This is an optimization exercise on Yosys and OpenROAD, whose aim is small area, not a production implementation. Function was checked by simulation only, so behaviour that the tests miss may differ from the original. Power and IR drop assume default switching activity.

==> v9: inputs <==
==> flow/design.v <==
package riscv_pkg;
  localparam int XLEN       = 32;
  localparam int REG_ADDR_W = 5;
  localparam int NUM_REGS   = 2 ** REG_ADDR_W;
endpackage : riscv_pkg
module rf_hold (
  input  logic q,
  input  logic load,
  input  logic load_n,
  input  logic wdata,
  output logic d
);
  assign d = (q | load) & (wdata | load_n);
endmodule
module rf_aoi222 (
  input  logic [2:0] sel,
  input  logic [2:0] q,
  output logic       y_n
);
  assign y_n = ~|(sel & q);
endmodule
module rf_final (
  input  logic [9:0] y_n,
  input  logic       sel,
  input  logic       q,
  output logic       rd
);
  assign rd = ~&y_n | (sel & q);
endmodule
module reg_file #(
  parameter int DATA_W = riscv_pkg::XLEN,
  parameter int ADDR_W = riscv_pkg::REG_ADDR_W
) (
  input  logic              clk,
  input  logic              areset,
  input  logic              WE3,
  input  logic [ADDR_W-1:0] A1,
  input  logic [ADDR_W-1:0] A2,
  input  logic [ADDR_W-1:0] A3,
  input  logic [DATA_W-1:0] WD3,
  output logic [DATA_W-1:0] RD1,
  output logic [DATA_W-1:0] RD2
);
  localparam int DEPTH = 2 ** ADDR_W;
  logic [DEPTH-1:1][DATA_W-1:0] register;
  logic [DEPTH-1:1] load, load_n;
  logic [DATA_W-1:0] wdata;
  assign wdata = WD3 & {DATA_W{~areset}};
  for (genvar i = 1; i < DEPTH; i++) begin : g_row
    logic [DATA_W-1:0] d;
    assign load[i]   = areset | (WE3 && (A3 == i));
    assign load_n[i] = ~load[i];
    for (genvar j = 0; j < DATA_W; j++) begin : g_bit
      rf_hold u_hold (
        .q(register[i][j]), .load(load[i]), .load_n(load_n[i]), .wdata(wdata[j]), .d(d[j])
      );
    end
    always_ff @(posedge clk) register[i] <= d;
  end
  logic [DEPTH-1:1] sel1, sel2;
  for (genvar i = 1; i < DEPTH; i++) begin : g_sel
    assign sel1[i] = (A1 == i);
    assign sel2[i] = (A2 == i);
  end
  for (genvar j = 0; j < DATA_W; j++) begin : g_col
    logic [9:0] y1_n, y2_n;
    for (genvar k = 0; k < 10; k++) begin : g_grp
      rf_aoi222 u_p1 (
        .sel(sel1[3*k+3:3*k+1]),
        .q({register[3*k+3][j], register[3*k+2][j], register[3*k+1][j]}),
        .y_n(y1_n[k])
      );
      rf_aoi222 u_p2 (
        .sel(sel2[3*k+3:3*k+1]),
        .q({register[3*k+3][j], register[3*k+2][j], register[3*k+1][j]}),
        .y_n(y2_n[k])
      );
    end
    rf_final u_or1 (.y_n(y1_n), .sel(sel1[31]), .q(register[31][j]), .rd(RD1[j]));
    rf_final u_or2 (.y_n(y2_n), .sel(sel2[31]), .q(register[31][j]), .rd(RD2[j]));
  end
endmodule
==> flow/flow/run.sh <==
#!/bin/bash
# Standard layout with two changes: ports buffered with buf_2 instead of the
# slow default delay buffer, and clock tree synthesis with mid-sized sink
# clusters and no dummy loads.
set -euo pipefail
export BUFFER_PORTS_ARGS="-buffer_cell sky130_fd_sc_hd__buf_2"
export CTS_ARGS="-sink_clustering_enable -repair_clock_nets -dont_use_dummy_load -sink_clustering_size 16 -sink_clustering_max_diameter 40 -buf_list {sky130_fd_sc_hd__clkbuf_4 sky130_fd_sc_hd__clkbuf_8}"
bash standard.sh > flow.log 2>&1
==> flow/standard.sh <==
#!/bin/bash
# synth_recipe.tcl (not shown) runs the flow's synth.tcl, then flattens the netlist and writes it again
# the make line also repeats each setting of config.mk as NAME=value (left out here)
make -C /OpenROAD-flow-scripts/flow DESIGN_CONFIG=/design/flow/config.mk WORK_HOME=/design/flow/orfs CLKGATE_MAP_FILE= SYNTH_SCRIPT=/design/flow/synth_recipe.tcl "${@:-finish}"
==> flow/config.mk <==
export PLATFORM = sky130hd
export DESIGN_NAME = reg_file
export DESIGN_NICKNAME = reg_file
export VERILOG_FILES = /design/flow/design.v
export SDC_FILE = /design/flow/constraint.sdc
export NUM_CORES = 4
export LEC_CHECK = 0
export CAP_MARGIN = 20
export CELL_PAD_IN_SITES_DETAIL_PLACEMENT = 1
export CELL_PAD_IN_SITES_GLOBAL_PLACEMENT = 1
export CORE_MARGIN = 2
export CORE_UTILIZATION = 35
export PLACE_DENSITY = 0.45
export SLEW_MARGIN = 20
export SYNTH_HIERARCHICAL = 1
==> flow/constraint.sdc <==
create_clock -name core_clock -period 6.0 [get_ports {clk}]
set_input_delay 1.2000 -clock core_clock [delete_from_list [all_inputs] [get_ports {clk}]]
set_output_delay 1.2000 -clock core_clock [all_outputs]
set_load 0.01 [all_outputs]
==> v13: changes against v9 <==
==> flow/flow/run.sh (replaced) <==
#!/bin/bash
# Standard layout with these changes: the register array is placed as a
# regular grid before global placement (flow/array_place.tcl) and released
# again after it (flow/unfix.tcl); ports are buffered with buf_2 instead of
# the slow default delay buffer; clock tree synthesis uses clkbuf_4 in
# mid-sized sink clusters with no dummy loads.
set -euo pipefail
export PRE_GLOBAL_PLACE_SKIP_IO_TCL="$PWD/flow/array_place.tcl"
export POST_GLOBAL_PLACE_TCL="$PWD/flow/unfix.tcl"
export BUFFER_PORTS_ARGS="-buffer_cell sky130_fd_sc_hd__buf_2"
export CTS_ARGS="-sink_clustering_enable -repair_clock_nets -dont_use_dummy_load -sink_clustering_size 12 -sink_clustering_max_diameter 50 -buf_list {sky130_fd_sc_hd__clkbuf_4}"
bash standard.sh > flow.log 2>&1
==> flow/flow/array_place.tcl (new file) <==
# Place the register array as a regular grid before global placement and fix
# it there, so the global placer puts the decoders and port buffers around it.
# Register x(i) bit j sits in placement row 2*(i-1)+j/16, slot j%16; each slot
# holds the flip-flop, its hold gate and, in the first two registers of each
# group of three, the column's read and-or gate for port 1 or port 2. The
# per-column final or gates sit in rows below the array.
set block [ord::get_db_block]
set core [$block getCoreArea]
set rows [$block getRows]
set site [[lindex $rows 0] getSite]
set sw [$site getWidth]
set rh [$site getHeight]
set slot_sites 36
set slot_w [expr {$slot_sites * $sw}]
set arr_w [expr {16 * $slot_w}]
set n_rows [expr {62 + 3}]
set cx0 [$core xMin]; set cy0 [$core yMin]
set cw [expr {[$core xMax] - $cx0}]; set ch [expr {[$core yMax] - $cy0}]
set x0 [expr {$cx0 + (($cw - $arr_w) / 2 / $sw) * $sw}]
set r0 [expr {(($ch / $rh) - $n_rows) / 2}]
puts "array_place: core ${cw}x${ch} array ${arr_w} rows $n_rows start row $r0"

proc rowinfo {r} {
  global cy0 rh
  return [expr {$cy0 + $r * $rh}]
}
set row_orient {}
foreach row $rows { dict set row_orient [[$row getBBox] yMin] [$row getOrient] }

proc put {inst x r} {
  global row_orient
  set y [rowinfo $r]
  $inst setOrient [dict get $row_orient $y]
  $inst setOrigin $x $y
  $inst setPlacementStatus FIRM
}

proc drv_of {net} {
  foreach t [$net getITerms] { if {[$t isOutputSignal]} { return [$t getInst] } }
  return ""
}

set nplaced 0
# flip-flops and hold gates
foreach inst [$block getInsts] {
  set name [$inst getName]
  if {![regexp {^register\\?\[([0-9]+)\\?\]} $name -> k]} continue
  set i [expr {$k / 32 + 1}]; set j [expr {$k % 32}]
  set r [expr {$r0 + 3 + 2 * ($i - 1) + $j / 16}]
  set x [expr {$x0 + ($j % 16) * $slot_w}]
  put $inst $x $r; incr nplaced
  set d [[$inst findITerm D] getNet]
  set h [drv_of $d]
  put $h [expr {$x + [[$inst getMaster] getWidth]}] $r; incr nplaced
  set hold_end($i,$j) [expr {$x + [[$inst getMaster] getWidth] + [[$h getMaster] getWidth]}]
}
# read and-or gates
foreach net [$block getNets] {
  set nn [$net getName]
  if {![regexp {^g_col\\?\[([0-9]+)\\?\]\.g_grp\\?\[([0-9]+)\\?\]\.u_p([12])\.y_n$} $nn -> j k p]} continue
  set inst [drv_of $net]
  set i [expr {3 * $k + $p}]
  set r [expr {$r0 + 3 + 2 * ($i - 1) + $j / 16}]
  put $inst $hold_end($i,$j) $r; incr nplaced
}
# final or gates, below the array: three rows per slot column
foreach bt [$block getBTerms] {
  set bn [$bt getName]
  if {![regexp {^RD([12])\\?\[([0-9]+)\\?\]$} $bn -> p j]} continue
  set net [$bt getNet]
  set top [drv_of $net]
  set cells [list $top]
  foreach it [$top getITerms] {
    if {[$it isInputSignal] && [$it getNet] ne "NULL"} {
      set dr [drv_of [$it getNet]]
      # the gates private to this final or drive only it
      if {$dr ne "" && [llength [[$it getNet] getITerms]] == 2 && ![string match "*dfxtp*" [[$dr getMaster] getName]] && ![string match "*a222oi*" [[$dr getMaster] getName]]} { lappend cells $dr }
    }
  }
  set idx [expr {($p - 1) * 32 + $j}]
  set rr [expr {$r0 + $idx / 22}]
  set x [expr {$x0 + ($idx % 22) * (($arr_w / 22) / $sw) * $sw}]
  foreach c $cells { put $c $x $rr; set x [expr {$x + [[$c getMaster] getWidth]}]; incr nplaced }
}
puts "array_place: fixed $nplaced instances"
==> flow/flow/unfix.tcl (new file) <==
# Release the array cells fixed by array_place.tcl so that detailed placement
# can legalize them.
set n 0
foreach inst [[ord::get_db_block] getInsts] {
  if {[$inst getPlacementStatus] eq "FIRM"} { $inst setPlacementStatus PLACED; incr n }
}
puts "unfix: released $n instances"
Settings changed: CELL_PAD_IN_SITES_DETAIL_PLACEMENT 1 to 0, CORE_UTILIZATION 35 to 45.
==> v38: changes against v9 <==
==> flow/design.v, changed modules only <==
module reg_file #(
  parameter int DATA_W = riscv_pkg::XLEN,
  parameter int ADDR_W = riscv_pkg::REG_ADDR_W
) (
  input  logic              clk,
  input  logic              areset,
  input  logic              WE3,
  input  logic [ADDR_W-1:0] A1,
  input  logic [ADDR_W-1:0] A2,
  input  logic [ADDR_W-1:0] A3,
  input  logic [DATA_W-1:0] WD3,
  output logic [DATA_W-1:0] RD1,
  output logic [DATA_W-1:0] RD2
);
  localparam int DEPTH = 2 ** ADDR_W;
  logic [DEPTH-1:0][DATA_W-1:0] register;
  always_ff @(posedge clk) begin
    if (areset) begin
      for (int i = 0; i < DEPTH; i++) begin
        register[i] <= '0;
      end
    end else if (WE3 && (A3 != '0)) begin
      register[A3] <= WD3;
    end
  end
  assign RD1 = register[A1];
  assign RD2 = register[A2];
endmodule
// module rf_hold removed
// module rf_aoi222 removed
// module rf_final removed
==> flow/run.sh (new file) <==
#!/bin/bash
# synth_recipe.tcl (not shown) runs the flow's synth.tcl, then flattens the netlist and writes it again
# the make line also repeats each setting of config.mk as NAME=value (left out here)
make -C /OpenROAD-flow-scripts/flow DESIGN_CONFIG=/design/flow/config.mk WORK_HOME=/design/flow/orfs CLKGATE_MAP_FILE= SYNTH_SCRIPT=/design/flow/synth_recipe.tcl finish
Settings changed: CELL_PAD_IN_SITES_DETAIL_PLACEMENT 1 to not set, CELL_PAD_IN_SITES_GLOBAL_PLACEMENT 1 to not set, CORE_UTILIZATION 35 to 40, PLACE_DENSITY 0.45 to not set, SYNTH_HIERARCHICAL 1 to not set.
removed: flow/flow/run.sh
removed: flow/standard.sh
==> summary of the runs <==
Against v38, the fmax of v9 is lower by 1.5%.
Between v9 and v38, the lower area after synthesis is in v9 (gap 28%, measured against v38).
Against v9, the clock power of v38 is higher by 45%.
Between v9 and v38, the lower non-clock buffer count is in v9 (gap 43).
In v38 the final cell count is higher than in v9, by about 70%.
Between v9 and v38, the lower clock-buffer cell count is in v38 (gap 4).
Clock skew is the same in v38 and v9.
v13 did not get past global placement without I/O. v9 finished clean. v38 ran to the end with no violations.
Between v38 and v9, the lower core utilization is in v9 (gap 3.7 points).
In v9 the global-route usage is higher than in v38, by 8.3 points.
Against v38, the worst hold slack of v9 is better by 30 ps.
==> figures <==
| item | v13 | v9 | v38 |
|---|---|---|---|
| Most congested layer reported by global routing | - | met2 | met2 |
| Cell occurring most often along the worst timing path | - | buf_2 | clkdlybuf4s50_1 |
| Avg Synthesized Cell Area | 12.2 µm² | 12.2 µm² | 7.72 µm² |
| Slew of the pin with the lowest slew margin | - | 1250 ps | 1230 ps |
| Post-Route Utilization | - | 0.418 | 0.455 |
| Final Max Slew Viols | - | 0 | 0 |
| Vias in the first global route | - | 39,100 | 46,900 |
| Sequential-to-total area share from yosys stat | 0.523 | 0.523 | 0.386 |
| Seq pwr share | - | 0.523 | 0.435 |
| Number of clock sinks | - | 992 | 1,024 |
| Synthesis Warnings | 7 | 7 | 1 |
| Hold Path Depth | - | 1 | 2 |
| Outcome | did not finish | no timing/DRC/antenna violations | no timing/DRC/antenna violations |
| Stage where the flow stopped | global placement without I/O | - | - |
| Total Die Area | - | 111,000 µm² | 136,000 µm² |
| Synth cell types | 26 | 26 | 45 |
| Antenna violations before repair | - | 11 | 5 |
| End of the critical path | - | RD1[24] | RD2[1] |
| Placement Setup Slack | - | 770 ps | 767 ps |
| Comb power frac | - | 0.147 | 0.114 |
| XOR/XNOR share of the synthesized area | 0 | 0 | 0.000330 |
| Endpoint, Worst Hold | - | register[393] | register[353] |

-- what the ideal ports hide --
The flow's constraints put no driver on any port. The routed layouts listed below were extracted and timed again, unchanged, in two steps. Step 1 sets driving cells, clkbuf_16 on the clock port and buf_2 on the other inputs (assumed; they add their load-dependent delay and slew). Step 2 also shifts input and output timing later by t, the mid clock arrival at the registers, as if the neighbouring blocks saw the same clock. Three values: ideal ports, drivers, drivers and shift; two values: the first two.
run	t (ns)	slack for setup (ns)	worst setup path after step 2	slew at the worst register clock pin (ns)
v9	0.919	0.568 / 0.486 / 0.486	input to output	0.08 / 0.08
v38	0.794	0.647 / 0.543 / 0.543	input to output	0.07 / 0.07
After both steps setup and hold are still met in every run listed. The setup slack of v38, which loses most, moves by -0.104 ns with the drivers and by -0.104 ns with both steps.
